This is an optimization exercise on Yosys and OpenROAD, whose aim is small area, a short achievable clock period and few clock cycles per item, not a production implementation.
Where RTL was checked, it was by simulation tests only, not by an equivalence proof against the original.
Function not checked in runs 6 and 7: the RTL went through the layout flow alone.
Power figures rest on the tool's default switching activity, not on a simulated workload.

[flow/flow/run.sh]
#!/bin/bash
# Standard layout, except that
#  - the port buffers are the smallest buffer cell instead of the
#    clock-delay cell buffer_ports picks by default;
#  - each bit's data pins are placed next to each other (flow/pins.tcl).
#  - clock tree synthesis adds no dummy loads.
set -euo pipefail
export BUFFER_PORTS_ARGS="-buffer_cell sky130_fd_sc_hd__buf_1"
export PRE_IO_PLACEMENT_TCL="$PWD/flow/pins.tcl"
export CTS_ARGS="-sink_clustering_enable -repair_clock_nets -dont_use_dummy_load"
bash standard.sh > standard_flow.log 2>&1
[flow/flow/pins.tcl]
for {set i 0} {$i < 260} {incr i} {
  set hi [expr {$i + 260}]
  set_io_pin_constraint -group -order -pin_names [list \
    "mul_b\[$i\]" "op_rdata\[$i\]" "mul_a\[$i\]" \
    "mul_p\[$i\]" "op_wdata\[$i\]" "mul_p\[$hi\]"]
}
[flow/standard.sh]
#!/bin/bash
# synth_recipe.tcl (not shown) runs the flow's synth.tcl, then flattens the netlist and writes it again
# the make line also repeats each setting of config.mk as NAME=value (left out here)
make -C /OpenROAD-flow-scripts/flow DESIGN_CONFIG=/design/flow/config.mk WORK_HOME=/design/flow/orfs CLKGATE_MAP_FILE= SYNTH_SCRIPT=/design/flow/synth_recipe.tcl "${@:-finish}"
[flow/config.mk]
export PLATFORM = sky130hd
export DESIGN_NAME = mul256_op_seq
export DESIGN_NICKNAME = mul256_op_seq
export VERILOG_FILES = /design/flow/design.v
export SDC_FILE = /design/flow/constraint.sdc
export NUM_CORES = 4
export LEC_CHECK = 0
export CAP_MARGIN = 20
export CORE_AREA = 10 10 590 590
export DIE_AREA = 0 0 600 600
export PLACE_DENSITY = 0.8
export SETUP_SLACK_MARGIN = 2.0
export SLEW_MARGIN = 20
export SYNTH_HIERARCHICAL = 1
export SYNTH_MINIMUM_KEEP_SIZE = 0
[flow/constraint.sdc]
create_clock -name core_clock -period 4.5 [get_ports {clk}]
set_input_delay 0.9000 -clock core_clock [delete_from_list [all_inputs] [get_ports {clk}]]
set_output_delay 0.9000 -clock core_clock [all_outputs]
set_load 0.01 [all_outputs]
[flow/design.v]
package mul256_pkg;
  localparam int OP_W   = 260;
  localparam int PROD_W = 520;
  localparam int ADDR_W = 6;
endpackage
module mul256_op_seq #(
  parameter int TIMEOUT = 1023
) (
  input  logic              clk,
  input  logic              rst,
  input  logic              cmd_valid,
  output logic              cmd_ready,
  input  logic [mul256_pkg::ADDR_W-1:0] cmd_a,
  input  logic [mul256_pkg::ADDR_W-1:0] cmd_b,
  input  logic [mul256_pkg::ADDR_W-1:0] cmd_dst,
  output logic              busy,
  output logic              done,
  output logic              err,
  output logic              op_read,
  output logic [mul256_pkg::ADDR_W-1:0] op_raddr,
  input  logic [mul256_pkg::OP_W-1:0]   op_rdata,
  output logic              op_write,
  output logic [mul256_pkg::ADDR_W-1:0] op_waddr,
  output logic [mul256_pkg::OP_W-1:0]   op_wdata,
  input  logic              op_wready,
  output logic              mul_start,
  output logic [mul256_pkg::OP_W-1:0]   mul_a,
  output logic [mul256_pkg::OP_W-1:0]   mul_b,
  input  logic              mul_done,
  input  logic [mul256_pkg::PROD_W-1:0] mul_p
);
  localparam int OW    = mul256_pkg::OP_W;
  localparam int AW    = mul256_pkg::ADDR_W;
  localparam int CNT_W = $clog2(TIMEOUT + 1);
  logic            jw_q, jw_n;    
  logic            jl_q, jl_n;    
  logic            jh_q, jh_n;    
  logic            jx_q, jx_n;    
  logic [AW-1:0]   jdst_q, jdst_n, jdst1_q, jdst1_n;
  logic [CNT_W-1:0] cnt_q, cnt_n;
  logic            nv_q, nv_n;
  logic [AW-1:0]   na_q, na_n, nb_q, nb_n, ndst_q, ndst_n;
  logic            pa_q, pa_n;    
  logic            ra_q, ra_n;    
  logic            rb_q, rb_n;    
  logic            fa_i_q, fb_i_q;   
  logic            fa_w_q;           
  logic            fa_h_q;           
  logic            fb_h_q;           
  logic            fhw_q;            
  logic            fd_q;             
  logic            fs_i_q, fs_h_q;   
  logic            tmo_q;            
  logic            busy_q;
  logic [AW-1:0]   raddr_q, waddr_q;
  logic [OW-1:0]   ra_reg, rh_reg;
  localparam int NSL = 38;
  localparam int SLW = (OW + NSL - 1) / NSL;
  logic [NSL-1:0]  selw_q, sell_q;
  logic            accept, start, w_done, lo_stall, hi_ok;
  logic            need_a, have_a, hzw, hzh, hzbh, fa_h_n, fb_h_n;
  assign w_done    = jw_q && mul_done;
  assign lo_stall  = w_done && !op_wready;
  assign hi_ok     = fd_q && op_wready;                
  assign start     = fs_i_q || (fs_h_q && op_wready);
  assign cmd_ready = !nv_q || start;
  assign accept    = cmd_valid && cmd_ready;
  assign done      = hi_ok;
  assign err       = tmo_q && !mul_done;
  assign busy      = busy_q;
  assign mul_start = start;
  assign op_write  = w_done || jl_q || (fhw_q && !(fb_h_q && op_wready));
  assign op_read   = fa_i_q || fb_i_q || (fa_w_q && !mul_done) || fa_h_q ||
                     (fb_h_q && op_wready);
  assign op_raddr  = raddr_q;
  assign op_waddr  = waddr_q;
  for (genvar g = 0; g < NSL; g++) begin : g_wd
    mul256_op_seq_bit u_selw (.clk(clk), .d(!rst && jw_n), .q(selw_q[g]));
    mul256_op_seq_bit u_sell (.clk(clk), .d(!rst && jl_n), .q(sell_q[g]));
    for (genvar i = g * SLW; i < (g + 1) * SLW && i < OW; i++) begin : g_bit
      assign op_wdata[i] = selw_q[g] ? mul_p[i] : (sell_q[g] ? ra_reg[i] : rh_reg[i]);
    end
  end
  assign mul_a     = ra_reg;
  assign mul_b     = op_rdata;
  always_comb begin
    jw_n = (jw_q && !mul_done && !tmo_q) || start;
    jl_n = (jl_q || w_done) && !op_wready;
    jh_n = (jh_q && !hi_ok) || ((jl_q || w_done) && op_wready);
    jx_n = fhw_q && !op_wready;
    jdst_n  = start ? ndst_q : jdst_q;
    jdst1_n = start ? ndst_q + AW'(1) : jdst1_q;
    cnt_n   = start ? '0 : (jw_q ? cnt_q + CNT_W'(1) : cnt_q);
    nv_n   = (nv_q && !start) || accept;
    na_n   = accept ? cmd_a   : na_q;
    nb_n   = accept ? cmd_b   : nb_q;
    ndst_n = accept ? cmd_dst : ndst_q;
    pa_n   = !start && !lo_stall && (pa_q || ra_q);
    ra_n   = fa_i_q || (fa_w_q && !mul_done) || fa_h_q;
    rb_n   = fb_i_q || (fb_h_q && op_wready);
    need_a = nv_n && !pa_n && !ra_n;
    have_a = nv_n && (pa_n || ra_n);
    hzw    = (na_n == jdst_n) || (na_n == jdst1_n);
    hzh    = (na_n == jdst1_n);
    hzbh   = (nb_n == jdst1_n);
    fa_h_n = jh_n && !jx_n && need_a && !hzh;
    fb_h_n = jh_n && !jx_n && !(need_a && !hzh) && have_a && !rb_n && !hzbh;
  end
  always_ff @(posedge clk) begin
    if (rst) begin
      jw_q   <= 1'b0;
      jl_q   <= 1'b0;
      jh_q   <= 1'b0;
      jx_q   <= 1'b0;
      nv_q   <= 1'b0;
      pa_q   <= 1'b0;
      ra_q   <= 1'b0;
      rb_q   <= 1'b0;
      fa_i_q <= 1'b0;
      fb_i_q <= 1'b0;
      fa_w_q <= 1'b0;
      fa_h_q <= 1'b0;
      fb_h_q <= 1'b0;
      fhw_q  <= 1'b0;
      fd_q   <= 1'b0;
      fs_i_q <= 1'b0;
      fs_h_q <= 1'b0;
      tmo_q  <= 1'b0;
      busy_q <= 1'b0;
    end else begin
      jw_q   <= jw_n;
      jl_q   <= jl_n;
      jh_q   <= jh_n;
      jx_q   <= jx_n;
      nv_q   <= nv_n;
      pa_q   <= pa_n;
      ra_q   <= ra_n;
      rb_q   <= rb_n;
      fa_i_q <= !(jw_n || jl_n || jh_n) && need_a;
      fb_i_q <= !(jw_n || jl_n || jh_n) && have_a && !rb_n;
      fa_w_q <= jw_n && need_a && !hzw;
      fa_h_q <= fa_h_n;
      fb_h_q <= fb_h_n;
      fhw_q  <= jh_n && !fa_h_n;
      fd_q   <= jh_n && !fa_h_n && !fb_h_n;
      fs_i_q <= !(jw_n || jl_n || jh_n) && nv_n && pa_n && rb_n;
      fs_h_q <= jh_n && nv_n && pa_n && rb_n;
      tmo_q  <= jw_n && !start && (cnt_n == CNT_W'(TIMEOUT));
      busy_q <= nv_n || jw_n || jl_n || jh_n;
    end
  end
  always_ff @(posedge clk) begin
    jdst_q  <= jdst_n;
    jdst1_q <= jdst1_n;
    cnt_q   <= cnt_n;
    na_q    <= na_n;
    nb_q    <= nb_n;
    ndst_q  <= ndst_n;
    raddr_q <= (fb_h_n || (!(jw_n || jl_n || jh_n) && have_a)) ? nb_n : na_n;
    waddr_q <= jh_n ? jdst1_n : jdst_n;
  end
  always_ff @(posedge clk) begin
    if (lo_stall)  ra_reg <= mul_p[OW-1:0];
    else if (ra_q) ra_reg <= op_rdata;
  end
  always_ff @(posedge clk) begin
    if (jw_q) rh_reg <= mul_p[2*OW-1:OW];
  end
endmodule
module mul256_op_seq_bit (
  input  logic clk,
  input  logic d,
  output logic q
);
  always_ff @(posedge clk) q <= d;
endmodule
==> flow_summary.toml, run 1 <==
[detailed_routing]
wl_per_cell_um = 13.94
drt_wl_total_mm = 112.6
viasPerCell = 2.849
ant_nets = 0
first_iter_violations = 1548
drc_errors = 0
first_pass_iters = 5
dr_total_vias = 23017

[synth]
synth_compound_area_share_pct = 5.103
synthAdderAreaFrac_pct = 0.08283
synth_edf_count = 526
synthArstFlopShare_pct = 0
yosys.area.top_type = "edfxtp_1"
synth_top_family_by_area = "multiplexers"
synthTopCellsByArea = "edfxtp_1, mux2_2, mux2i_1, dfxtp_1, buf_4"
synth-xor-area-share_pct = 0.8118
syn_inst = 2276
synth_top_area_share_pct = 52.28
syn_nets = 3081
syn_area_um2 = 30210
ys.flop_type = "edfxtp_1"
synthSimpleGateAreaFrac_pct = 4.597
avgSynthCellArea_um2 = 13.27
synth-seq-cells = 665
yosysSeqAreaShare_pct = 61.50
yosysWarnings = 8
yosysMostFrequentCell = "edfxtp_1"
synth_cell_type_count = 45
synth_commonest_cells = "edfxtp_1, mux2i_1, nand2_1"
synth.area.mux_share_pct = 19.57

[run]
cap_violations = 0

[floorplan]
fp.dieW_um = 600
die-area_um2 = 360000
start_util_pct = 9.039
ios = 1602
core_area_um2 = 334200
rows = 212
dieHeight_um = 600

[setup_path]
start_kind = "register"
r2r-end = "fd_q"
r2r_slack_ns = 2.02
end_kind = "output port"
cp.required_ns = 3.60
worst-setup-path-type = "register to output port"
r2r-start = "fs_i_q"
cp_data_arrival_time_ns = 1.73
path_max_fanout = 7
ff2ff_path_depth = 13

[grt]
antenna_found_initial = 25
grt_max_degree = 107
grt_pass1_vias = 23645
grt_overflow_total = 0
globalRouteTotalUtil_pct = 5.459
grt_pass1_wl_mm = 149.1

[run_status]
status = "finished clean"

[place]
postPlaceCellArea_um2 = 39840
preCtsSetupSlack_ns = 0.7821
place.gp.congestion = 0.8096
dp_hpwl_mm = 88.17
port_buffers = 1601

[cells_and_area]
drive_above_1_share_pct = 22.73
area_growth_pct = 43.64
layout.nets = 4493
design_area_um2 = 43390

[power]
p_comb_share_pct = 9.9
p_leak_nw = 12.99
switching_share_pct = 23.99
irDropWorstVdd_uv = 291.0
total_power_w = 0.01397
p_sw_w = 0.003352
clockPowerShare_pct = 39.7
seqPwrFrac_pct = 50.4
p_int_w = 0.01062
power.density_nw_per_um2 = 322.1

[sta]
rsz0062_at_grt = "yes"
slew_violations = 0
setup_ws_ns = 1.872
period_share_pct = 58.41
hold_slack_ns = 0.2899
hold_violations = 0
setup_viol = 0
max_freq_mhz = 380.5
slew_headroom_pct = 39.17
min_period_ns = 2.628
skew_ns = 0.07427
max_slew.worst_pin.slew_ns = 0.9124

[cts]
insertion_delay_ns = 0.78
cts_root_buffer = "clkbuf_16"
tritoncts = "yes"
cts.path.max_buffers = 4
clkTransAtPathRegs_ns = 0.06
cts_sinks = 665
h-tree-depth = 3
cts_buffers = 81

[min_path]
holdCritPathClass = "input pin to register"
hold_depth = 1
whs_endpoint = "rh_reg[229]"
min-delay-start = "mul_p[489]"
==> final cells by class <==
class                           instances  area [um2]
Sequential cell                       665       18820
Timing Repair Buffer                 1699        7574
Clock buffer                           81        2027
Timing Repair inverter                  1       8.758
Inverter                               30       125.1
Multi-Input combinational cell       1210        9338
Tap cell                             4387        5489
Antenna cell                            6       15.01
Fill cell                           37517      290800
==> per-stage QoR <==
| step | instances | setup TNS, ns | utilization, % |
|---|---|---|---|
| after detailed placement | 7942 | 0 | 11.92 |
| after floorplan | 2276 | -184.42 | - |
| final | 8079 | 0 | 12.98 |
| after global placement | 7941 | 0 | 11.91 |
| after global routing | 8076 | 0 | 12.98 |
| after CTS | 8053 | 0 | 12.85 |
==> worst max-delay path, cell delays in order, from the launching register on <==
cell	delay, ns
dfxtp_4	0.49
mux2i_2	0.24
o21ai_1	0.07
buf_2	0.15
==> power by group through the flow <==
stage,sequential [W],combinational [W],clock [W]
finish,0.00704,0.00139,0.00555
detailed placement,0.00719,0.00133,0
floorplan,0.00722,0.000745,0
global placement,0.00717,0.00128,0
CTS,0.00703,0.00136,0.00583
global route,0.00706,0.00152,0.00602
==> modules after synthesis, one instance, submodules excluded <==
module,cells inside,times used
mul256_op_seq_bit,1,76
mul256_op_seq,2200,1
==> per-layer routing <==
metal	global-route usage, %	share of wire [%]	up-vias
met4	2.456	4.1	0
met1	5.886	34	10819
met2	10.01	52	1178
li1	-	-	10786
met5	0	0	-
met3	1.379	9.7	234
==> cells by family after synthesis <==
family | count (synthesis)
adders and majority gates | 2
DFF | 665
xor gates and xnor gates | 28
buffers and inverters | 401
AOI/OAI and AO/OA | 289
muxes | 552
and+or+nand+nor | 339
==> worst max-delay path by stage <==
stage | start | to | slack, ns | depth (start not counted)
5_1_grt | g_wd[23].u_sell.q | op_wdata[161] | 1.75 | 4
6_report | g_wd[25].u_sell.q | op_wdata[179] | 1.87 | 3
4_1_cts | g_wd[23].u_sell.q | op_wdata[162] | 1.75 | 3
3_5_place_dp | op_wready | fd_q | 0.78 | 8
2_1_floorplan | jw_q | ra_reg[0] | -0.71 | 6
3_3_place_gp | op_wready | raddr_q[3] | 0.90 | 8
==> placed cells by master (no fill, tap or decap), drive strengths merged <==
cell           Yosys  routed
a211oi             2       2
a21boi             2       2
a21oi             16      16
a221oi             1       1
a31oi              2       2
and2               1       1
and3               3       3
buf              271    1696
clkbuf           100      83
clkdlybuf4s18      0       1
dfxtp            139     139
diode              0       6
edfxtp           526     526
ha                 2       2
inv               30      31
mux2             260     260
mux2i            292     292
nand2            276     276
nand2b             2       2
nand3              6       6
nand3b             2       2
nand4              6       6
nor2              25      25
nor2b              3       3
nor3               7       7
nor3b              1       1
nor4               3       3
nor4b              1       1
o211ai             1       1
o21ai            264     264
o311a              1       1
or2                1       1
or3                2       2
xnor2             17      17
xor2              11      11
==> what timing repair did <==
item,in CTS,in global routing
hold buffers,0,0
gates resized for setup,636,110
buffers inserted,29,20
pin swaps,3,10
cloned,1,0
endpoints found under the setup margin,438,277
Testbench counts, summed over its fixed seeds: cycles 13,465, items 1,600.
==> inputs of run 2 (changes only) <==
--- a/flow/config.mk
+++ b/flow/config.mk
@@ -9,5 +9,5 @@
 export CORE_AREA = 10 10 590 590
 export DIE_AREA = 0 0 600 600
-export PLACE_DENSITY = 0.8
+export PLACE_DENSITY = 0.95
 export SETUP_SLACK_MARGIN = 2.0
 export SLEW_MARGIN = 20
==> run 2 against run 1 <==
  * Non-clock buffer count rose by 13
  * Area after synthesis did not move
  * Synthesized cell count did not move
  * Cell count rose by 0.21%
  * Utilization rose by 0.078 points
  * Global-route usage rose by 0.29 points
  * Count of clock-buffer cells in the layout did not move
  * Fmax fell by 1.7%
  * First-iteration DRC count rose by 0.26%
  * Critical path depth rose by 1
  * Largest power group unchanged
==> flow_summary.toml, run 2 <==
[run_status]
status = "finished clean"

[cells_and_area]
nFillCells = 37337
layout.nets = 4506
design_area_um2 = 43650
final_common_cell = "buf_1"
drive_above_1_share_pct = 23.22
area_growth_pct = 44.50
layout_common_cells = "buf_1, edfxtp_1, nand2_1, mux2i_1, mux2_2"

[cts]
cts_buffers = 81
cts_root_buffer = "clkbuf_16"
clkTransAtPathRegs_ns = 0.06
cts_sinks = 665
insertion_delay_ns = 0.77
h-tree-depth = 3
cts.path.max_buffers = 4
cts-hold-fix-buffers = 0
tritoncts = "yes"

[place]
postPlaceCellArea_um2 = 39840
place.gp.congestion = 0.8248
port_buffers = 1601
dp_hpwl_mm = 92.68

[sta]
rsz0062_at_grt = "yes"
min_period_ns = 2.673
max_slew.worst_pin.slew_ns = 0.9590
slew_headroom_pct = 36.06
hold_violations = 0
skew_ns = 0.04308
hold_slack_ns = 0.3002
slew_violations = 0
max_freq_mhz = 374.1
setup_viol = 0
period_share_pct = 59.40

[grt]
grt_pass1_vias = 24173
globalRouteTotalUtil_pct = 5.745
grt_max_degree = 103
grt_overflow_total = 0
antenna_found_initial = 17
grt_pass1_wl_mm = 154.8

[synth]
yosysWarnings = 8
synth_edf_count = 526
synth_commonest_cells = "edfxtp_1, mux2i_1, nand2_1"
avgSynthCellArea_um2 = 13.27
yosysMostFrequentCell = "edfxtp_1"
synth_top_area_share_pct = 52.28
yosysSeqAreaShare_pct = 61.50
synthArstFlopShare_pct = 0
syn_area_um2 = 30210
yosys.area.top_type = "edfxtp_1"
ys.flop_type = "edfxtp_1"
synthTopCellsByArea = "edfxtp_1, mux2_2, mux2i_1, dfxtp_1, buf_4"
syn_inst = 2276
syn_nets = 3081
synth-seq-cells = 665
synth_cell_type_count = 45

[setup_path]
r2r-start = "fs_i_q"
r2r_slack_ns = 2.03
end_kind = "output port"
ff2ff_path_depth = 10
cp.required_ns = 3.60
worst-setup-path-type = "register to output port"
startpoint = "g_wd[35].u_sell.q"
r2r-end = "raddr_q[1]"
path_max_fanout = 2
cp_data_arrival_time_ns = 1.77
start_kind = "register"

[power]
irDropWorstVdd_uv = 322.8
p_leak_nw = 13.11
power.density_nw_per_um2 = 321.7

[run]
cap_violations = 0

[floorplan]
fp.dieW_um = 600
core_area_um2 = 334200
dieHeight_um = 600
rows = 212
start_util_pct = 9.039
ios = 1602
die-area_um2 = 360000

[min_path]
min-delay-start = "mul_p[474]"
holdCritPathClass = "input pin to register"
hold_depth = 1
whs_endpoint = "rh_reg[214]"

[detailed_routing]
ant_nets = 0
dr_total_vias = 23218
wl_per_cell_um = 14.56
first_iter_violations = 1552
drt_wl_total_mm = 117.9
viasPerCell = 2.868
first_pass_iters = 5
drc_errors = 0
[run 2: cell counts after synthesis]
No cell type changed its count.
[run 2: worst max-delay path, cell delays in order (launching register included)]
cell,delay [ns]
dfxtp_4,0.36
buf_12,0.14
mux2i_1,0.25
o21ai_1,0.08
buf_2,0.14
[run 2: final cells by class]
type	instances	area [um2]	share of cell area [%]
diodes	10	25.02	0.05732
clock buffers	81	2027	4.643
inverters	30	125.1	0.2866
multi-input cells	1210	9373	21.47
flip-flops and latches	665	18830	43.14
well taps	4387	5489	12.57
repair buffers	1712	7774	17.81
repair inverters	1	8.758	0.02006
[run 2: logic make-up after synthesis]
family | share of synthesized area [%]
buffers and inverters | 8.341
AOI/OAI and AO/OA | 5.103
adders and majority gates | 0.08282
xor gates and xnor gates | 0.8117
muxes | 19.57
DFF | 61.50
and+or+nand+nor | 4.597
[run 2: worst max path at each step]
stage                    endpoint  slack [ns]  cells after the start
detailed placement           fd_q        0.76                      9
CTS                 op_wdata[251]        1.66                      4
floorplan               ra_reg[0]       -0.71                      6
global placement       raddr_q[3]        0.85                      9
global route        op_wdata[251]        1.68                      4
finish              op_wdata[249]        1.83                      4
[run 2: power breakdown]
group	internal [W]	leakage, nW	switching [W]
clock	0.00315	0.998	0.00242
combinational	0.000605	6.15	0.000837
sequential	0.00688	5.97	0.000158
total	0.0106	13.1	0.00342
[run 2: Yosys stat by module, one instance, submodules excluded]
module | flops+latches | times used
mul256_op_seq | 589 | 1
mul256_op_seq_bit | 1 | 76
[run 2: metal layers]
metal / track usage, % / part of all wire [%]
met1: 6.172 / 34
met2: 10.63 / 53
met3: 1.488 / 9.3
met4: 2.368 / 3.7
met5: 0 / 0.015
[run 2: repair_timing]
action	CTS	global route
buffers inserted	39	21
setup endpoints to repair	378	277
resized for setup	686	97
cloned	1	0
pin swaps	5	14
[run 2: stage by stage]
step / util (%) / setup WS [ns] / std cells / power (W) / TNS (ns)
floorplan: - / -0.7093 / 2276 / 0.007968 / -184.42
global placement: 11.92 / 0.8509 / 7944 / 0.008479 / 0
detailed placement: 11.92 / 0.7593 / 7944 / 0.008547 / 0
CTS: 12.91 / 1.661 / 8065 / 0.01432 / 0
global route: 13.06 / 1.681 / 8088 / 0.01469 / 0
finish: 13.06 / 1.827 / 8096 / 0.01404 / 0
==> inputs of run 3 (changes only) <==
--- a/flow/flow/run.sh
+++ b/flow/flow/run.sh
@@ -8,4 +8,4 @@
 export BUFFER_PORTS_ARGS="-buffer_cell sky130_fd_sc_hd__buf_1"
 export PRE_IO_PLACEMENT_TCL="$PWD/flow/pins.tcl"
-export CTS_ARGS="-sink_clustering_enable -repair_clock_nets -dont_use_dummy_load"
+export CTS_ARGS="-sink_clustering_enable -repair_clock_nets -dont_use_dummy_load -sink_clustering_size 20 -sink_clustering_max_diameter 60"
 bash standard.sh > standard_flow.log 2>&1
--- a/flow/config.mk
+++ b/flow/config.mk
@@ -9,5 +9,6 @@
 export CORE_AREA = 10 10 590 590
 export DIE_AREA = 0 0 600 600
-export PLACE_DENSITY = 0.95
+export GPL_ROUTABILITY_DRIVEN = 0
+export PLACE_DENSITY = 0.8
 export SETUP_SLACK_MARGIN = 2.0
 export SLEW_MARGIN = 20
==> run 3 against run 2 <==
  * Still clean on timing, DRC and antenna
  * Clock power fell by 18%
  * Setup slack improved by 0.042 ns
  * Synthesized cell count unchanged
  * Cell area decreased by 1.5%
  * Wire length fell by 4.0%
  * Count of clock-buffer cells in the layout shrank 21
  * Worst hold slack improved by 0.019 ns
  * Global-route usage down 0.30 points
  * Fmax grew 1.6%
  * First-iteration DRC count up 5.9%
  * Register-to-register slack hardly changed
  * Cell count is 0.46% lower
  * Largest power group unchanged
==> flow_summary.toml, run 3 <==
[place]
postPlaceCellArea_um2 = 39840
port_buffers = 1601
dp_hpwl_mm = 88.17
place_inst = 7942

[synth]
synth-seq-cells = 665
synth_cell_type_count = 45
ys.flop_type = "edfxtp_1"
yosysWarnings = 8
syn_area_um2 = 30210
synth_top_family_by_area = "multiplexers"
synth_edf_count = 526
synthTopCellsByArea = "edfxtp_1, mux2_2, mux2i_1, dfxtp_1, buf_4"
avgSynthCellArea_um2 = 13.27
yosysSeqAreaShare_pct = 61.50
yosysMostFrequentCell = "edfxtp_1"
synthAdderAreaFrac_pct = 0.08283
synth_compound_area_share_pct = 5.103
synthArstFlopShare_pct = 0
synth-xor-area-share_pct = 0.8118
synth_commonest_cells = "edfxtp_1, mux2i_1, nand2_1"
syn_nets = 3081
synth.area.mux_share_pct = 19.57
synthSimpleGateAreaFrac_pct = 4.597
yosys.area.top_type = "edfxtp_1"
syn_inst = 2276
synth_top_area_share_pct = 52.28

[cells_and_area]
final_common_cell = "buf_1"
layout_common_cells = "buf_1, edfxtp_1, nand2_1, mux2i_1, mux2_2"
layout.nets = 4475
area_growth_pct = 42.35
final-instance-count-excl-fill = 8059
design_area_um2 = 43000
drive_above_1_share_pct = 22.57

[cts]
h-tree-depth = 2
cts.path.max_buffers = 3
cts_buffers = 60
cts-hold-fix-buffers = 0
cts_sinks = 665
tritoncts = "yes"
clkTransAtPathRegs_ns = 0.08
insertion_delay_ns = 0.70
cts_root_buffer = "clkbuf_16"

[sta]
slew_violations = 0
max_freq_mhz = 380.1
period_share_pct = 58.46
hold_violations = 0
rsz0062_at_grt = "yes"
min_period_ns = 2.631
slew_headroom_pct = 41.59
max_slew.worst_pin.slew_ns = 0.8761
setup_viol = 0
skew_ns = 0.06377

[power]
switching_share_pct = 24.64
seqPwrFrac_pct = 54.1
irDropWorstVdd_uv = 335.6
p_sw_w = 0.003200
clockPowerShare_pct = 35.0
p_comb_share_pct = 10.9
power.density_nw_per_um2 = 302.0
p_leak_nw = 12.78
p_int_w = 0.009787

[floorplan]
ios = 1602
fp.dieW_um = 600
dieHeight_um = 600
rows = 212
start_util_pct = 9.039
die-area_um2 = 360000
core_area_um2 = 334200

[setup_path]
start_kind = "register"
path_max_fanout = 4
worst-setup-path-type = "register to output port"
cp.required_ns = 3.60
cp_data_arrival_time_ns = 1.73
end_kind = "output port"

[grt]
grt_overflow_total = 0
antenna_found_initial = 26
grt_pass1_vias = 23487
globalRouteTotalUtil_pct = 5.443
grt_max_degree = 107
grt_pass1_wl_mm = 148.6

[detailed_routing]
first_pass_iters = 5
drc_errors = 0
drt_wl_total_mm = 113.2
dr_total_vias = 23008
first_iter_violations = 1644
viasPerCell = 2.855
wl_per_cell_um = 14.04
ant_nets = 0

[min_path]
holdCritPathClass = "input pin to register"

[run_status]
status = "finished clean"

[run]
cap_violations = 0
==> run 3: repair_timing <==
action                     in CTS  in global routing
gates resized for setup       645                108
pin swaps                       5                 12
setup endpoints to repair     437                274
setup buffers                  36                 15
cloned                          1                  1
==> run 3: worst paths after layout <==
path / slack, ns / end / startpoint / cells past startpoint
max: 1.87 / op_wdata[203] / g_wd[29].u_sell.q / 4
min: 0.32 / rh_reg[229] / mul_p[489] / 1
max reg2reg: 2.04 / fd_q / fs_h_q / 12
min reg2reg: 0.50 / jdst1_q[2] / jdst1_q[2] / 2
==> run 3: power by group through the flow <==
stage / Sequential (W) / Clock (W) / Combinational (W)
after global placement: 0.00717 / 0 / 0.00128
after CTS: 0.00702 / 0.00476 / 0.00137
final: 0.00703 / 0.00454 / 0.00142
after floorplan: 0.00722 / 0 / 0.000745
after detailed placement: 0.00719 / 0 / 0.00133
after global routing: 0.00705 / 0.00497 / 0.00154
==> run 3: layout make-up <==
type                       instances  area [um2]
timing repair buffer            1702        7665
multi-input combinational       1210        9378
timing repair inverter             1       8.758
inverter                          30       125.1
sequential                       665       18830
clock buffer                      60        1501
antenna                            4       10.01
tap                             4387        5489
fill                           37576      291200
==> run 3: worst max-delay path, stage by stage (launching register included) <==
cell,delay (ns)
dfxtp_4,0.38
buf_12,0.14
mux2i_2,0.22
o21ai_1,0.08
buf_2,0.16
==> run 3: cells by family (layout without fill, tap and decap cells) <==
group,after synthesis,count (layout)
flops,665,665
mux,552,552
buf+inv,401,1793
simple gates,339,339
compound gates,289,289
xor+xnor,28,28
fa+ha+maj,2,2
other cells,0,4
==> run 3: layer usage <==
metal	track usage (%)	vias to the layer above	share of wire (%)
li1	-	10742	-
met1	5.844	10832	35
met2	9.923	1202	52
met3	1.413	232	9.0
met4	2.564	0	4.2
met5	0	-	0
==> run 3: through the flow <==
stage                     hold WS [ns]  setup TNS, ns  utilization [%]  power, W  setup slack, ns
final                           0.3196              0            12.87   0.01299            1.869
after global routing            0.2214              0            12.87   0.01356            1.719
after CTS                       0.1945              0            12.74   0.01316            1.781
after detailed placement        0.4882              0            11.92  0.008513           0.7821
after global placement          0.4913              0            11.91  0.008457           0.9036
after floorplan                 0.4502        -184.42                -  0.007968          -0.7093
==> run 3: per-module statistics from Yosys (local to each module, per instance) <==
module	cell area [um2]	cells inside	times used	flops+latches
mul256_op_seq	28690	2200	1	589
mul256_op_seq_bit	20.02	1	76	1
==> inputs of run 4 (changes only) <==
--- a/flow/config.mk
+++ b/flow/config.mk
@@ -9,7 +9,6 @@
 export CORE_AREA = 10 10 590 590
 export DIE_AREA = 0 0 600 600
-export GPL_ROUTABILITY_DRIVEN = 0
 export PLACE_DENSITY = 0.8
-export SETUP_SLACK_MARGIN = 2.0
+export SETUP_SLACK_MARGIN = 2.2
 export SLEW_MARGIN = 20
 export SYNTH_HIERARCHICAL = 1
==> run 4 against run 3 <==
  * Still clean on timing, DRC and antenna
  * Flip-flop and latch count did not move
  * Worst hold slack got worse by 0.0042 ns
  * Fmax fell by 0.54%
  * Via count rose by 0.33%
  * Cell count rose by 0.31%
  * Wire length rose by 0.97%
  * Sequential share of layout area fell by 0.38 points
  * Setup slack got worse by 0.014 ns
  * Critical path depth did not move
  * Combinational power rose by 5%
  * Critical path type unchanged
  * Largest power group unchanged
==> flow_summary.toml, run 4 <==
[cts]
tritoncts = "yes"
cts_buffers = 60
h-tree-depth = 2
cts_sinks = 665
cts.path.max_buffers = 3
cts_root_buffer = "clkbuf_16"
insertion_delay_ns = 0.70
cts-hold-fix-buffers = 0
clkTransAtPathRegs_ns = 0.09

[place]
place.gp.congestion = 0.8096
dp_hpwl_mm = 88.17
preCtsSetupSlack_ns = 0.7821
place_inst = 7942
port_buffers = 1601
postPlaceCellArea_um2 = 39840

[power]
p_leak_nw = 13.02
power.density_nw_per_um2 = 301.2
irDropWorstVdd_uv = 362.6
total_power_w = 0.01307

[synth]
synth_edf_count = 526
synth_cell_type_count = 45
synth_top_area_share_pct = 52.28
synth_commonest_cells = "edfxtp_1, mux2i_1, nand2_1"
syn_area_um2 = 30210
avgSynthCellArea_um2 = 13.27
yosysSeqAreaShare_pct = 61.50
yosysMostFrequentCell = "edfxtp_1"
syn_nets = 3081
synthArstFlopShare_pct = 0
synth-seq-cells = 665
syn_inst = 2276
synthTopCellsByArea = "edfxtp_1, mux2_2, mux2i_1, dfxtp_1, buf_4"
yosys.area.top_type = "edfxtp_1"
ys.flop_type = "edfxtp_1"
yosysWarnings = 8

[detailed_routing]
first_iter_violations = 1592
drt_wl_total_mm = 114.3
drc_errors = 0
viasPerCell = 2.856
ant_nets = 0
first_pass_iters = 5
dr_total_vias = 23085
wl_per_cell_um = 14.13

[grt]
grt_max_degree = 107
grt_pass1_vias = 23648
antenna_found_initial = 26
grt_overflow_total = 0
globalRouteTotalUtil_pct = 5.503
grt_pass1_wl_mm = 150.0

[floorplan]
die-area_um2 = 360000
rows = 212
core_area_um2 = 334200
start_util_pct = 9.039
dieHeight_um = 600
fp.dieW_um = 600
ios = 1602

[sta]
period_share_pct = 58.78
max_slew.worst_pin.slew_ns = 0.9182
skew_ns = 0.06242
rsz0062_at_grt = "yes"
slew_violations = 0
slew_headroom_pct = 38.79
min_period_ns = 2.645
setup_viol = 0
max_freq_mhz = 378.0
setup_ws_ns = 1.855
hold_violations = 0

[run]
cap_violations = 0

[setup_path]
r2r_slack_ns = 2.15
worst-setup-path-type = "register to output port"
path_max_fanout = 4
start_kind = "register"
end_kind = "output port"
cp.required_ns = 3.60
cp_data_arrival_time_ns = 1.75

[cells_and_area]
layout.nets = 4497
design_area_um2 = 43390
nFillCells = 37499
drive_above_1_share_pct = 24.01
final-instance-count-excl-fill = 8084
area_growth_pct = 43.63
layout_common_cells = "buf_1, edfxtp_1, nand2_1, buf_2, mux2i_1"
final_common_cell = "buf_1"

[min_path]
holdCritPathClass = "input pin to register"

[run_status]
status = "finished clean"
run 4: repair_timing:
action,4_1_cts,5_1_grt
pin swaps,14,11
endpoints found under the setup margin,685,307
buffers inserted,50,22
hold endpoints to repair,0,0
cloned,3,0
gates resized for setup,697,115
run 4: critical path, cell delays in order (launching register included):
cell and delay, ns:
dfxtp_4 0.38, buf_12 0.14, mux2i_2 0.22, o21ai_1 0.09, buf_2 0.16
run 4: cell families (layout without fill, tap and decap cells):
family | Yosys count | in the layout | share of synthesized area [%]
XOR/XNOR | 28 | 28 | 0.8117
AND/OR/NAND/NOR | 339 | 339 | 4.597
multiplexers | 552 | 552 | 19.57
buffers and inverters | 401 | 1815 | 8.341
AO/OA/AOI/OAI | 289 | 289 | 5.103
other | 0 | 7 | 0
flip-flops | 665 | 665 | 61.50
adder cells (fa/ha/maj) | 2 | 2 | 0.08282
run 4: path summary, 6_finish.rpt:
path	depth (start not counted)	end	startpoint
setup / recovery	4	op_wdata[203]	g_wd[29].u_sell.q
setup reg to reg	12	raddr_q[2]	fs_h_q
hold reg to reg	2	jdst1_q[2]	jdst1_q[2]
hold / removal	1	rh_reg[229]	mul_p[489]
run 4: cell type report:
class	count	area, um2	area share, %
multi-input cells	1210	9464	21.81
flip-flops and latches	665	18830	43.40
repair buffers	1724	7954	18.33
inverters	30	125.1	0.2884
clock buffers	60	1501	3.460
diodes	7	17.52	0.04037
repair inverters	1	8.758	0.02018
well taps	4387	5489	12.65
run 4: Yosys stat by module, one instance, submodules excluded:
module	times used	flops+latches
mul256_op_seq	1	589
mul256_op_seq_bit	76	1
run 4: layer usage:
metal | GRT usage (%) | part of all wire (%) | vias to the layer above
li1 | - | - | 10793
met5 | 0 | 0 | -
met1 | 5.892 | 34 | 10886
met3 | 1.411 | 9.2 | 229
met4 | 2.504 | 4.1 | 0
met2 | 10.11 | 52 | 1177
run 4: metrics by stage:
| step | hold WS [ns] | TNS [ns] | util (%) |
|---|---|---|---|
| floorplan | 0.4502 | -184.42 | - |
| global placement | 0.4913 | 0 | 11.91 |
| detailed placement | 0.4882 | 0 | 11.92 |
| CTS | 0.1945 | 0 | 12.84 |
| global route | 0.2213 | 0 | 12.98 |
| finish | 0.3153 | 0 | 12.98 |
run 4: report_power, final:
part | internal (W) | switching (W)
clock network | 0.00231 | 0.00224
logic | 0.000657 | 0.000835
registers | 0.00687 | 0.000161
total | 0.00983 | 0.00323
==> inputs of run 5 (changes only) <==
--- a/flow/config.mk
+++ b/flow/config.mk
@@ -10,5 +10,5 @@
 export DIE_AREA = 0 0 600 600
 export PLACE_DENSITY = 0.8
-export SETUP_SLACK_MARGIN = 2.2
+export SETUP_SLACK_MARGIN = 1.7
 export SLEW_MARGIN = 20
 export SYNTH_HIERARCHICAL = 1
==> run 5 against run 4 <==
  * Flip-flop and latch count unchanged
  * Sequential power about the same
  * Utilization decreased by 0.48 points
  * Critical endpoint is now op_read
==> flow_summary.toml, run 5 <==
[synth]
yosysWarnings = 8
ys.flop_type = "edfxtp_1"
synthTopCellsByArea = "edfxtp_1, mux2_2, mux2i_1, dfxtp_1, buf_4"
yosys.area.top_type = "edfxtp_1"
yosysSeqAreaShare_pct = 61.50
synth_cell_type_count = 45
synth_edf_count = 526
yosysMostFrequentCell = "edfxtp_1"
syn_nets = 3081
syn_inst = 2276
synth-seq-cells = 665
synthArstFlopShare_pct = 0
syn_area_um2 = 30210
synth_commonest_cells = "edfxtp_1, mux2i_1, nand2_1"
synth_top_area_share_pct = 52.28
avgSynthCellArea_um2 = 13.27

[detailed_routing]
ant_nets = 0
dr_total_vias = 22692
wl_per_cell_um = 13.76
first_pass_iters = 6
drt_wl_total_mm = 110.4
drc_errors = 0
first_iter_violations = 1517
viasPerCell = 2.828

[setup_path]
end_kind = "output port"
r2r-end = "fd_q"
path_common_cell = "buf_1"
critPathMaxStageDelay_ns = 0.29
cp.required_ns = 3.60
path_delay_family = "buffers and inverters"
worst-setup-path-type = "input pin to output port"
cp_slowest_cell = "a211oi_4"
path_max_fanout = 4
startpoint = "mul_done"
cp_data_arrival_time_ns = 1.81
cp.depth = 5
r2r_slack_ns = 2.04
r2r-start = "ndst_q[0]"
start_kind = "input pin"
crit_end = "op_read"
worstPathCellList = "buf_1 -> inv_1 -> a211oi_4 -> nand2_1 -> buf_1"
ff2ff_path_depth = 8
path_buf_inv = 3

[grt]
grt_pass1_vias = 23107
globalRouteTotalUtil_pct = 5.360
grt_overflow_total = 0
grt_pass1_wl_mm = 146.3
grt_max_degree = 107
antenna_found_initial = 25

[cts]
h-tree-depth = 2
cts_sinks = 665
clkTransAtPathRegs_ns = 0.08
cts_root_buffer = "clkbuf_16"
cts.path.max_buffers = 3
insertion_delay_ns = 0.70
cts_buffers = 60
tritoncts = "yes"

[place]
dp_hpwl_mm = 88.17
port_buffers = 1601
preCtsSetupSlack_ns = 0.7821
place.gp.congestion = 0.8096

[floorplan]
core_area_um2 = 334200
rows = 212
dieHeight_um = 600
fp.dieW_um = 600
start_util_pct = 9.039
ios = 1602
die-area_um2 = 360000

[cells_and_area]
nFillCells = 37703
layout_common_cells = "buf_1, edfxtp_1, mux2i_1, nand2_1, o21ai_0"
area_growth_pct = 38.31
drive_above_1_share_pct = 13.30
multi_input_area_um2 = 9159
layout.nets = 4439
regArea_um2 = 18740
final_common_cell = "buf_1"

[power]
p_leak_nw = 11.67
clockPowerShare_pct = 35.2
p_sw_w = 0.003167
switching_share_pct = 24.51
p_comb_share_pct = 10.3
irDropWorstVdd_uv = 317.0
power.density_nw_per_um2 = 309.2
seqPwrFrac_pct = 54.5
p_int_w = 0.009753
total_power_w = 0.01292

[sta]
rsz0062_at_grt = "no"
period_share_pct = 60.29
max_freq_mhz = 368.6
min_period_ns = 2.713
slew_headroom_pct = 41.28
hold_violations = 0
setup_viol = 0
max_slew.worst_pin.slew_ns = 0.8808
slew_violations = 0
setup_ws_ns = 1.787
skew_ns = 0.06387

[run_status]
status = "finished clean"

[min_path]
holdCritPathClass = "input pin to register"

[run]
cap_violations = 0
==> run 5: worst register-to-register path, cell delays in order (launching register included) <==
cell and delay [ns]:
edfxtp_1 0.53, ha_1 0.30, xnor2_1 0.15, nor2_1 0.05, a21oi_1 0.37, xor2_1 0.15
nor3_2 0.35, a31oi_1 0.19, a221oi_2 0.28
==> run 5: how the worst min path moves through the flow <==
stage,start,to,slack [ns],cells past startpoint
floorplan,fa_h_q,ra_q,0.45,2
CTS,mul_p[489],rh_reg[229],0.19,1
detailed placement,fa_i_q,ra_q,0.49,2
global route,mul_p[489],rh_reg[229],0.22,1
global placement,fa_i_q,ra_q,0.49,2
finish,mul_p[489],rh_reg[229],0.32,1
==> run 5: layout make-up <==
cell class / count / share of cell area, %
flip-flops and latches: 665 / 44.85
multi-input cells: 1210 / 21.92
repair buffers: 1667 / 16.21
well taps: 4387 / 13.14
clock buffers: 60 / 3.593
inverters: 30 / 0.2755
diodes: 4 / 0.02396
==> run 5: routing by layer <==
| layer | vias to the layer above | GRT usage, % | share of wire (%) |
|---|---|---|---|
| met5 | - | 0 | 0.0072 |
| met4 | 2 | 2.388 | 4.0 |
| met3 | 222 | 1.342 | 9.1 |
| met2 | 1146 | 9.803 | 52 |
| met1 | 10655 | 5.814 | 35 |
| li1 | 10667 | - | - |
==> run 5: logic make-up (layout without fill, tap and decap cells) <==
group / after synthesis / count (layout) / synth area share, %
other: 0 / 4 / 0
AO/OA/AOI/OAI: 289 / 289 / 5.103
buffers and inverters: 401 / 1757 / 8.341
flip-flops: 665 / 665 / 61.50
XOR/XNOR: 28 / 28 / 0.8117
adder cells (fa/ha/maj): 2 / 2 / 0.08282
AND/OR/NAND/NOR: 339 / 339 / 4.597
multiplexers: 552 / 552 / 19.57
==> run 5: power by group through the flow <==
stage,Combinational (W),Sequential [W],Clock (W)
after global placement,0.00128,0.00717,0
after global routing,0.00146,0.00706,0.00496
after floorplan,0.000745,0.00722,0
after CTS,0.00134,0.00705,0.00476
after detailed placement,0.00133,0.00719,0
final,0.00133,0.00704,0.00455
==> run 5: through the flow <==
stage,std cells,setup TNS [ns],cell area (um2),hold slack [ns],utilization (%)
3_5_place_dp,7942,0,39840,0.4882,11.92
3_3_place_gp,7941,0,39820,0.4913,11.91
2_1_floorplan,2276,-184.42,30400,0.4502,-
5_1_grt,8020,0,41780,0.2214,12.50
6_report,8023,0,41780,0.3151,12.50
4_1_cts,8012,0,41630,0.1944,12.46
==> run 5: per-module statistics from Yosys (local to each module, per instance) <==
module / cell area, um2 / times used / flops+latches / cells inside
mul256_op_seq: 28690 / 1 / 589 / 2200
mul256_op_seq_bit: 20.02 / 76 / 1 / 1
==> run 5: timing repair <==
action                                  CTS  global route
endpoints found under the setup margin  253            84
hold buffers                              0             0
resized for setup                        80            25
pin swaps                                 1             2
buffers inserted                         10             7
==> inputs of run 6 (changes only) <==
--- a/flow/design.v
+++ b/flow/design.v
@@ -55,5 +55,5 @@
   logic [AW-1:0]   raddr_q, waddr_q;
   logic [OW-1:0]   ra_reg, rh_reg;
-  localparam int NSL = 38;
+  localparam int NSL = 52;
   localparam int SLW = (OW + NSL - 1) / NSL;
   logic [NSL-1:0]  selw_q, sell_q;
--- a/flow/config.mk
+++ b/flow/config.mk
@@ -10,5 +10,5 @@
 export DIE_AREA = 0 0 600 600
 export PLACE_DENSITY = 0.8
-export SETUP_SLACK_MARGIN = 1.7
+export SETUP_SLACK_MARGIN = 2.0
 export SLEW_MARGIN = 20
 export SYNTH_HIERARCHICAL = 1
==> run 6 against run 5 <==
  * Area after synthesis up 2.2%
  * Largest cell class unchanged
  * Total power up 8.0%
  * Count of clock-buffer cells in the layout up 13
  * Critical path depth fell by 1
  * Global-route usage increased by 0.89 points
  * Highest routed layer is now met4
  * Synthesized cell count up 2.3%
  * Register-to-register slack gained 0.03 ns
  * Sequential power rose by 3.1%
==> flow_summary.toml, run 6 <==
[run_status]
status = "finished clean"

[cells_and_area]
final-instance-count-excl-fill = 8101
drive_above_1_share_pct = 23.44
layout_common_cells = "buf_1, edfxtp_1, nand2_1, mux2i_1, mux2_2"
layout.nets = 4519
nFillCells = 37475
final_common_cell = "buf_1"
area_growth_pct = 42.53

[power]
p_int_w = 0.01054
p_leak_nw = 13.26
clockPowerShare_pct = 37.8
p_sw_w = 0.003418
total_power_w = 0.01395
irDropWorstVdd_uv = 255.4
seqPwrFrac_pct = 52.0
switching_share_pct = 24.49
p_comb_share_pct = 10.2
power.density_nw_per_um2 = 317.1

[setup_path]
path_max_fanout = 2
r2r-end = "fa_w_q"
cp_slowest_cell = "dfxtp_4"
worst-setup-path-type = "register to output port"
path_buf_inv = 2
critPathMaxStageDelay_ns = 0.38
start_kind = "register"
end_kind = "output port"
cp.depth = 4
worstPathCellList = "buf_12 -> mux2i_1 -> o21ai_0 -> buf_2"
cp.required_ns = 3.60
r2r_slack_ns = 2.07
ff2ff_path_depth = 11
path_delay_family = "flip-flops"
cp_data_arrival_time_ns = 1.75
r2r-start = "fs_h_q"

[detailed_routing]
ant_nets = 0
first_iter_violations = 1682
dr_total_vias = 23124
drc_errors = 0
drt_wl_total_mm = 127.5
viasPerCell = 2.854
wl_per_cell_um = 15.74
first_pass_iters = 5

[sta]
period_share_pct = 58.86
rsz0062_at_grt = "yes"
max_slew.worst_pin.slew_ns = 0.9224
setup_viol = 0
setup_ws_ns = 1.851
max_freq_mhz = 377.6
skew_ns = 0.1035
slew_headroom_pct = 38.51
slew_violations = 0
setup_tns_ns = 0
min_period_ns = 2.649
hold_slack_ns = 0.2835
hold_violations = 0

[synth]
syn_nets = 3133
yosysWarnings = 8
synth_edf_count = 526
synth_top_area_share_pct = 51.16
avgSynthCellArea_um2 = 13.26
ys.flop_type = "edfxtp_1"
synth-seq-cells = 693
yosysSeqAreaShare_pct = 61.99
syn_inst = 2328
synth_cell_type_count = 45
synthArstFlopShare_pct = 0
yosys.area.top_type = "edfxtp_1"
synthTopCellsByArea = "edfxtp_1, dfxtp_1, mux2_2, mux2i_1, buf_4"
syn_area_um2 = 30870
yosysMostFrequentCell = "edfxtp_1"
synth_commonest_cells = "edfxtp_1, mux2i_1, nand2_1"

[grt]
grt_pass1_wl_mm = 163.8
grt_max_degree = 102
globalRouteTotalUtil_pct = 6.246
grt_overflow_total = 0
antenna_found_initial = 15
grt_pass1_vias = 23469

[place]
place.gp.congestion = 0.8160
dp_hpwl_mm = 101.8
place_inst = 7972
port_buffers = 1601
preCtsSetupSlack_ns = 0.8178

[min_path]
hold_depth = 1
min-delay-start = "mul_p[266]"
holdCritPathClass = "input pin to register"
whs_endpoint = "rh_reg[6]"

[floorplan]
core_area_um2 = 334200
rows = 212
dieHeight_um = 600
ios = 1602
fp.dieW_um = 600
start_util_pct = 9.237
die-area_um2 = 360000

[cts]
clkTransAtPathRegs_ns = 0.08
tritoncts = "yes"
h-tree-depth = 3
insertion_delay_ns = 0.77
cts.path.max_buffers = 4
cts_buffers = 73
cts_root_buffer = "clkbuf_16"
cts_sinks = 693

[run]
cap_violations = 0
[run 6: cell types whose count changed in the layout (fill, tap and decap cells not counted), sizes merged, moves of 2 or more]
cell | previous run | this run
clkbuf | 61 | 84
nor2 | 25 | 21
dfxtp | 139 | 167
inv | 30 | 32
diode | 4 | 2
buf | 1666 | 1700
nand4 | 6 | 3
nor2b | 3 | 0
o21ai | 264 | 262
and3 | 3 | 6
[run 6: how the worst max path moves through the flow]
stage                      startpoint             to  slack [ns]
floorplan                        jw_q      ra_reg[0]       -0.81
CTS                  g_wd[9].u_sell.q   op_wdata[45]        1.69
finish              g_wd[30].u_sell.q  op_wdata[150]        1.85
global placement            op_wready     raddr_q[4]        0.95
global route        g_wd[25].u_sell.q  op_wdata[129]        1.70
detailed placement          op_wready     raddr_q[1]        0.82
[run 6: logic make-up (layout without fill, tap and decap cells)]
group | after synthesis | after routing | synth area share (%)
AOI/OAI and AO/OA | 288 | 288 | 5.025
xor gates and xnor gates | 29 | 29 | 0.8227
adders and majority gates | 2 | 2 | 0.08104
and+or+nand+nor | 332 | 332 | 4.381
other | 0 | 2 | 0
muxes | 552 | 552 | 19.17
DFF | 693 | 693 | 61.99
buffers and inverters | 432 | 1816 | 8.527
[run 6: per-stage QoR]
step	utilization [%]	area [um2]
after floorplan	-	31030
after global placement	12.10	40440
after detailed placement	12.10	40450
after CTS	13.09	43760
after global routing	13.17	44000
final	13.17	44000
[run 6: final cells by class]
class                           count  area, um2  share of cell area [%]
Antenna cell                        2      5.005                 0.01137
Clock buffer                       73       1827                   4.151
Inverter                           31      132.6                  0.3014
Multi-Input combinational cell   1203       9308                   21.15
Sequential cell                   693      19440                   44.19
Tap cell                         4387       5489                   12.47
Timing Repair Buffer             1711       7791                   17.71
Timing Repair inverter              1      8.758                 0.01990
[run 6: worst register-to-register path: cells and delay by family, from the launching register on]
kind	cells	cell delay [ns]
simple gates	1	0.08
xor+xnor	1	0.18
buf+inv	4	0.62
mux	1	0.29
flops	1	0.35
compound gates	4	0.85
[run 6: timing repair]
action / CTS / global route
setup buffers: 47 / 6
endpoints found under the setup margin: 538 / 267
cloned: 1 / 0
hold buffers: 0 / 0
pin swaps: 5 / 8
gates resized for setup: 698 / 102
[run 6: power groups by stage]
stage          registers (W)  logic (W)  clock network, W
6_report             0.00726    0.00143           0.00527
4_1_cts              0.00726    0.00144           0.00557
3_5_place_dp         0.00743    0.00139                 0
5_1_grt              0.00728    0.00155           0.00576
3_3_place_gp         0.00742    0.00136                 0
2_1_floorplan        0.00747   0.000740                 0
[run 6: modules after synthesis (local to each module, per instance)]
module / cells inside / copies in the design / area, um2 / flops+latches
mul256_op_seq: 2224 / 1 / 28790 / 589
mul256_op_seq_bit: 1 / 104 / 20.02 / 1
[run 6: layer usage]
layer / up-vias / GRT usage (%) / share of wire, %
met3: 204 / 1.581 / 9.7
met2: 1104 / 11.86 / 53
met1: 10967 / 6.658 / 34
met5: - / 0 / 0
met4: 0 / 2.142 / 3.2
li1: 10849 / - / -
==> inputs of run 7 (changes only) <==
--- a/flow/design.v
+++ b/flow/design.v
@@ -55,5 +55,5 @@
   logic [AW-1:0]   raddr_q, waddr_q;
   logic [OW-1:0]   ra_reg, rh_reg;
-  localparam int NSL = 52;
+  localparam int NSL = 26;
   localparam int SLW = (OW + NSL - 1) / NSL;
   logic [NSL-1:0]  selw_q, sell_q;
==> run 7 against run 6 <==
  * Largest power group unchanged
  * First-iteration DRC count up 1.4%
  * Highest routed layer unchanged
  * Total power down 4.6%
  * Sequential share of layout area down 2.1 points
==> flow_summary.toml, run 7 <==
[run_status]
status = "finished clean"

[cts]
tritoncts = "yes"
insertion_delay_ns = 0.77
cts_buffers = 72
cts_sinks = 641
cts.path.max_buffers = 4
clkTransAtPathRegs_ns = 0.08
cts_root_buffer = "clkbuf_16"
h-tree-depth = 3

[sta]
setup_viol = 0
min_period_ns = 2.707
slew_headroom_pct = 37.95
setup_tns_ns = 0
rsz0062_at_grt = "yes"
hold_violations = 0
slew_violations = 0
max_slew.worst_pin.slew_ns = 0.9307
max_freq_mhz = 369.5
period_share_pct = 60.15
skew_ns = 0.1057

[detailed_routing]
wl_per_cell_um = 14.35
drc_errors = 0
ant_nets = 0
first_pass_iters = 5
viasPerCell = 2.854
dr_total_vias = 23094
drt_wl_total_mm = 116.1
first_iter_violations = 1706

[synth]
syn_area_um2 = 29700
ys.flop_type = "edfxtp_1"
synth_cell_type_count = 48
synth_commonest_cells = "edfxtp_1, mux2i_1, nand2_1"
yosys.area.top_type = "edfxtp_1"
synthArstFlopShare_pct = 0
avgSynthCellArea_um2 = 13.19
synth_edf_count = 526
synthTopCellsByArea = "edfxtp_1, mux2_2, mux2i_1, dfxtp_1, buf_4"
synth_top_area_share_pct = 53.18
synth-seq-cells = 641
yosysMostFrequentCell = "edfxtp_1"
syn_inst = 2252
yosysSeqAreaShare_pct = 60.93
syn_nets = 3057
yosysWarnings = 8

[cells_and_area]
drive_above_1_share_pct = 23.03
final_common_cell = "buf_1"
area_growth_pct = 46.45
layout_common_cells = "buf_1, edfxtp_1, nand2_1, mux2_2, mux2i_1"
design_area_um2 = 43500
fin_util_pct = 13.02
layout.nets = 4498
final-instance-count-excl-fill = 8092
nFillCells = 37568

[min_path]
holdCritPathClass = "input pin to register"

[place]
dp_hpwl_mm = 84.98
place_inst = 7911
postPlaceCellArea_um2 = 39270
place.gp.congestion = 0.7929
port_buffers = 1601

[power]
switching_share_pct = 24.62
irDropWorstVdd_uv = 288.8
clockPowerShare_pct = 38.7
p_leak_nw = 13.05
power.density_nw_per_um2 = 306.2
p_comb_share_pct = 10.3
p_sw_w = 0.003279
seqPwrFrac_pct = 51.1
p_int_w = 0.01004

[floorplan]
start_util_pct = 8.887
ios = 1602
rows = 212
die-area_um2 = 360000
dieHeight_um = 600
core_area_um2 = 334200
fp.dieW_um = 600

[setup_path]
cp_data_arrival_time_ns = 1.81
worst-setup-path-type = "register to output port"
cp.required_ns = 3.60
start_kind = "register"
path_max_fanout = 5
end_kind = "output port"

[grt]
globalRouteTotalUtil_pct = 5.641
grt_pass1_vias = 23850
grt_pass1_wl_mm = 152.7
grt_overflow_total = 0
grt_max_degree = 90
antenna_found_initial = 8

[run]
cap_violations = 0
## run 7: cell count changes in the layout (fill, tap and decap cells not counted), moves of 13 or more
| cell | previous run | this run |
|---|---|---|
| buf_12 | 39 | 57 |
| buf_4 | 62 | 46 |
| buf_8 | 6 | 22 |
| dfxtp_2 | 37 | 2 |
| dfxtp_4 | 69 | 50 |
| mux2i_1 | 271 | 258 |
| mux2i_2 | 9 | 26 |
| o21ai_0 | 5 | 24 |
| o21ai_1 | 257 | 239 |
## run 7: power groups by stage
stage	Combinational [W]	Sequential, W	Clock, W
floorplan	0.000749	0.00700	0
global placement	0.00128	0.00695	0
detailed placement	0.00132	0.00696	0
CTS	0.00137	0.00680	0.00546
global route	0.00149	0.00683	0.00562
finish	0.00137	0.00681	0.00515
## run 7: kinds of logic (layout without fill, tap and decap cells)
family | count (synthesis) | after routing | synth area share (%)
fa+ha+maj | 2 | 2 | 0.08424
xor+xnor | 26 | 26 | 0.7667
flops | 641 | 641 | 60.93
compound gates | 292 | 292 | 5.249
mux | 551 | 551 | 19.84
buf+inv | 405 | 1844 | 8.543
other cells | 0 | 14 | 0
simple gates | 335 | 335 | 4.592
## run 7: Yosys stat by module, one instance, submodules excluded
module	flops+latches	cells inside	cell area (um2)
mul256_op_seq	589	2200	28660
mul256_op_seq_bit	1	1	20.02
## run 7: metal layers
layer | global-route usage (%) | vias to the layer above | part of all wire, %
li1 | - | 10780 | -
met1 | 6.149 | 10950 | 35
met2 | 10.15 | 1193 | 51
met3 | 1.543 | 171 | 10
met4 | 2.581 | 0 | 3.8
met5 | 0 | - | 0
## run 7: area by class of cell
class	count	area [um2]	area share [%]
antenna	14	35.03	0.08054
clock buffer	72	1802	4.142
inverter	30	128.9	0.2963
multi-input combinational	1206	9280	21.33
sequential	641	18290	42.04
tap	4387	5489	12.62
timing repair buffer	1741	8468	19.47
timing repair inverter	1	8.758	0.02013
## run 7: path summary, 6_finish.rpt
path / from / endpoint / slack [ns] / cells after the start
setup / recovery: g_wd[16].u_sell.q / op_wdata[160] / 1.79 / 4
hold / removal: mul_p[276] / rh_reg[16] / 0.28 / 1
setup reg to reg: jw_q / ra_reg[191] / 2.10 / 6
hold reg to reg: nb_q[3] / nb_q[3] / 0.50 / 2
## run 7: stage by stage
| step | setup slack [ns] | hold slack, ns | power [W] |
|---|---|---|---|
| CTS | 1.675 | 0.1525 | 0.01363 |
| global route | 1.682 | 0.1881 | 0.01394 |
| global placement | 0.9099 | 0.4652 | 0.008224 |
| finish | 1.793 | 0.2781 | 0.01332 |
| detailed placement | 0.8665 | 0.4852 | 0.008274 |
| floorplan | -0.7422 | 0.4392 | 0.007751 |
## run 7: what timing repair did
action                                  CTS  global route
gates resized for setup                 659            98
endpoints found under the setup margin  281           394
setup buffers                            83             6
gates cloned                              4             2
hold buffers                              0             0
pin swaps                                 7             6
## run 7: worst max-delay path: stages (launching register included)
cell       delay [ns]
dfxtp_4          0.38
clkbuf_16        0.20
mux2i_1          0.20
o21ai_0          0.10
buf_2            0.16
==> inputs of run 8 (changes only) <==
--- a/flow/design.v
+++ b/flow/design.v
@@ -55,5 +55,5 @@
   logic [AW-1:0]   raddr_q, waddr_q;
   logic [OW-1:0]   ra_reg, rh_reg;
-  localparam int NSL = 26;
+  localparam int NSL = 38;
   localparam int SLW = (OW + NSL - 1) / NSL;
   logic [NSL-1:0]  selw_q, sell_q;
==> run 8 against run 7 <==
  * Still clean
  * Global-route usage down 0.20 points
  * Via count is 0.37% lower
  * Flip-flop and latch count rose by 24
  * Register-to-register slack worse by 0.06 ns
  * Total power shrank 2.5%
  * Clock skew is 0.042 ns lower
  * Worst hold slack gained 0.041 ns
  * Critical path depth stayed put
  * Largest cell class unchanged
  * Highest routed layer unchanged
==> flow_summary.toml, run 8 <==
[run_status]
status = "finished clean"

[cells_and_area]
area_growth_pct = 42.35
nFillCells = 37576
final_common_cell = "buf_1"
design_area_um2 = 43000
drive_above_1_share_pct = 22.57
regArea_um2 = 18830
layout.nets = 4475
multi_input_area_um2 = 9378
layout_common_cells = "buf_1, edfxtp_1, nand2_1, mux2i_1, mux2_2"

[synth]
synthTopCellsByArea = "edfxtp_1, mux2_2, mux2i_1, dfxtp_1, buf_4"
syn_area_um2 = 30210
ys.flop_type = "edfxtp_1"
yosys.area.top_type = "edfxtp_1"
synth_top_area_share_pct = 52.28
yosysSeqAreaShare_pct = 61.50
avgSynthCellArea_um2 = 13.27
synth_compound_area_share_pct = 5.103
yosysWarnings = 8
yosysMostFrequentCell = "edfxtp_1"
synth_top_family_by_area = "multiplexers"
synth-xor-area-share_pct = 0.8118
synth_cell_type_count = 45
synth_commonest_cells = "edfxtp_1, mux2i_1, nand2_1"
syn_inst = 2276
synth-seq-cells = 665
synth.area.mux_share_pct = 19.57
synth_edf_count = 526
synthAdderAreaFrac_pct = 0.08283
synthArstFlopShare_pct = 0
syn_nets = 3081
synthSimpleGateAreaFrac_pct = 4.597

[power]
p_sw_w = 0.003200
seqPwrFrac_pct = 54.1
switching_share_pct = 24.64
p_int_w = 0.009787
clockPowerShare_pct = 35.0
irDropWorstVdd_uv = 335.6
p_comb_share_pct = 10.9
power.density_nw_per_um2 = 302.0
p_leak_nw = 12.78

[setup_path]
cp.required_ns = 3.60
worstPathCellList = "buf_12 -> mux2i_2 -> o21ai_1 -> buf_2"
cp_data_arrival_time_ns = 1.73
end_kind = "output port"
path_max_fanout = 4
path_delay_family = "flip-flops"
worst-setup-path-type = "register to output port"
critPathMaxStageDelay_ns = 0.38
start_kind = "register"
cp_slowest_cell = "dfxtp_4"
path_buf_inv = 2

[sta]
min_period_ns = 2.631
slew_headroom_pct = 41.59
max_slew.worst_pin.slew_ns = 0.8761
skew_ns = 0.06377
period_share_pct = 58.46
hold_violations = 0
slew_violations = 0
setup_viol = 0
max_freq_mhz = 380.1
hold_slack_ns = 0.3196
rsz0062_at_grt = "yes"

[grt]
grt_pass1_vias = 23487
globalRouteTotalUtil_pct = 5.443
antenna_found_initial = 26
met2_usage_pct = 9.923
grtUsageMet3_pct = 1.413
met1_usage_pct = 5.844
top_usage_layer = "met2"
grt_pass1_wl_mm = 148.6
grt_max_degree = 107
grt_overflow_total = 0

[min_path]
holdCritPathClass = "input pin to register"

[detailed_routing]
drt_wl_total_mm = 113.2
ant_nets = 0
wl_per_cell_um = 14.04
drc_errors = 0
first_pass_iters = 5
first_iter_violations = 1644
viasPerCell = 2.855
dr_total_vias = 23008

[cts]
tritoncts = "yes"
h-tree-depth = 2
cts-hold-fix-buffers = 0
cts_sinks = 665
cts_root_buffer = "clkbuf_16"
clkTransAtPathRegs_ns = 0.08
insertion_delay_ns = 0.70
cts.path.max_buffers = 3
cts_buffers = 60

[run]
cap_violations = 0

[floorplan]
rows = 212
core_area_um2 = 334200
dieHeight_um = 600
start_util_pct = 9.039
fp.dieW_um = 600
die-area_um2 = 360000
ios = 1602

[place]
dp_hpwl_mm = 88.17
place.gp.congestion = 0.8096
postPlaceCellArea_um2 = 39840
port_buffers = 1601
[run 8: cell count changes after synthesis, moves of 3 or more]
cell / change
mux2i_2: -4
nor2b_1: +3
dfxtp_1: +24
mux2i_1: +3
nand2_1: -3
clkbuf_1: -3
nor2_1: +3
[run 8: timing repair]
action | CTS | global route
pin swaps | 5 | 12
cloned | 1 | 1
resized for setup | 645 | 108
endpoints found under the setup margin | 437 | 274
buffers inserted | 36 | 15
[run 8: metal layers]
layer | part of all wire (%) | wire [um] | vias up
met5 | 0 | 0 | -
met4 | 4.2 | 4779 | 0
met1 | 35 | 39210 | 10832
li1 | - | - | 10742
met3 | 9.0 | 10190 | 232
met2 | 52 | 58980 | 1202
[run 8: final cells by class]
type                       count  share of cell area (%)
multi-input combinational   1210                   21.81
inverter                      30                  0.2910
timing repair buffer        1702                   17.82
clock buffer                  60                   3.491
tap                         4387                   12.76
sequential                   665                   43.78
antenna                        4                 0.02328
timing repair inverter         1                 0.02037
[run 8: cell families (layout without fill, tap and decap cells)]
| family | after synthesis | after routing |
|---|---|---|
| flip-flops | 665 | 665 |
| multiplexers | 552 | 552 |
| buffers and inverters | 401 | 1793 |
| AND/OR/NAND/NOR | 339 | 339 |
| AO/OA/AOI/OAI | 289 | 289 |
| XOR/XNOR | 28 | 28 |
| adder cells (fa/ha/maj) | 2 | 2 |
| other | 0 | 4 |
[run 8: power by group through the flow]
stage | sequential, W | combinational [W] | clock [W]
floorplan | 0.00722 | 0.000745 | 0
global placement | 0.00717 | 0.00128 | 0
detailed placement | 0.00719 | 0.00133 | 0
CTS | 0.00702 | 0.00137 | 0.00476
global route | 0.00705 | 0.00154 | 0.00497
finish | 0.00703 | 0.00142 | 0.00454
[run 8: stage by stage]
step	util [%]	TNS, ns	total power [W]	worst slack [ns]	std cells
floorplan	-	-184.42	0.007968	-0.7093	2276
global placement	11.91	0	0.008457	0.9036	7941
detailed placement	11.92	0	0.008513	0.7821	7942
CTS	12.74	0	0.01316	1.781	8039
global route	12.87	0	0.01356	1.719	8058
finish	12.87	0	0.01299	1.869	8059
[run 8: worst reg2reg max path: stages, from the launching register on]
cell	delay (ns)
dfxtp_2	0.34
a21oi_4	0.06
buf_6	0.13
buf_8	0.12
a21boi_4	0.23
buf_12	0.16
buf_4	0.11
mux2i_2	0.37
xor2_1	0.13
nor3_1	0.24
a211oi_2	0.10
buf_4	0.18
a221oi_2	0.20
[run 8: final timing paths]
kind                          start            end  slack, ns  cells after the start
hold / removal           mul_p[489]    rh_reg[229]       0.32                      1
setup reg to reg             fs_h_q           fd_q       2.04                     12
setup / recovery  g_wd[29].u_sell.q  op_wdata[203]       1.87                      4
hold reg to reg          jdst1_q[2]     jdst1_q[2]       0.50                      2
[run 8: modules after synthesis, one instance, submodules excluded]
module | cells | times used | cell area, um2 | flops+latches
mul256_op_seq | 2200 | 1 | 28690 | 589
mul256_op_seq_bit | 1 | 76 | 20.02 | 1
Testbench counts of run 8, summed over its fixed seeds: cycles 13,465, items 1,600.

[what the ideal ports hide]
The flow's constraints put no driver on any port. The routed layouts listed below were extracted and timed again, unchanged, in two steps.
Step 1 sets driving cells, clkbuf_16 on the clock port and buf_2 on the other inputs (assumed; they add their load-dependent delay and slew).
Step 2 also shifts input and output timing later by t, the mid clock arrival at the registers, as if the neighbouring blocks saw the same clock.
Three values: ideal, step 1, step 2; two values: the first two.
run	t (ns)	setup WS [ns]	worst setup path after step 2	latest minus earliest clock arrival (ns)	slew at the worst register clock pin (ns)
run 1	0.828	1.872 / 1.672 / 1.172	input to register	0.093 / 0.093	0.06 / 0.06
run 2	0.831	1.827 / 1.732 / 1.214	input to register	0.061 / 0.062	0.06 / 0.06
run 3	0.785	1.869 / 1.673 / 1.231	input to register	0.104 / 0.104	0.08 / 0.08
run 4	0.788	1.855 / 1.732 / 1.367	input to register	0.106 / 0.105	0.09 / 0.09
run 5	0.791	1.787 / 1.585 / 1.299	input to register	0.106 / 0.106	0.08 / 0.08
run 6	0.819	1.851 / 1.755 / 1.266	input to register	0.112 / 0.112	0.09 / 0.09
run 7	0.820	1.793 / 1.701 / 1.265	input to register	0.119 / 0.119	0.08 / 0.08
run 8	0.785	1.869 / 1.673 / 1.231	input to register	0.104 / 0.104	0.08 / 0.08
After both steps setup and hold are still met in every run listed. The setup slack of run 1, which loses most, moves by -0.200 ns with the drivers and by -0.700 ns with both steps.
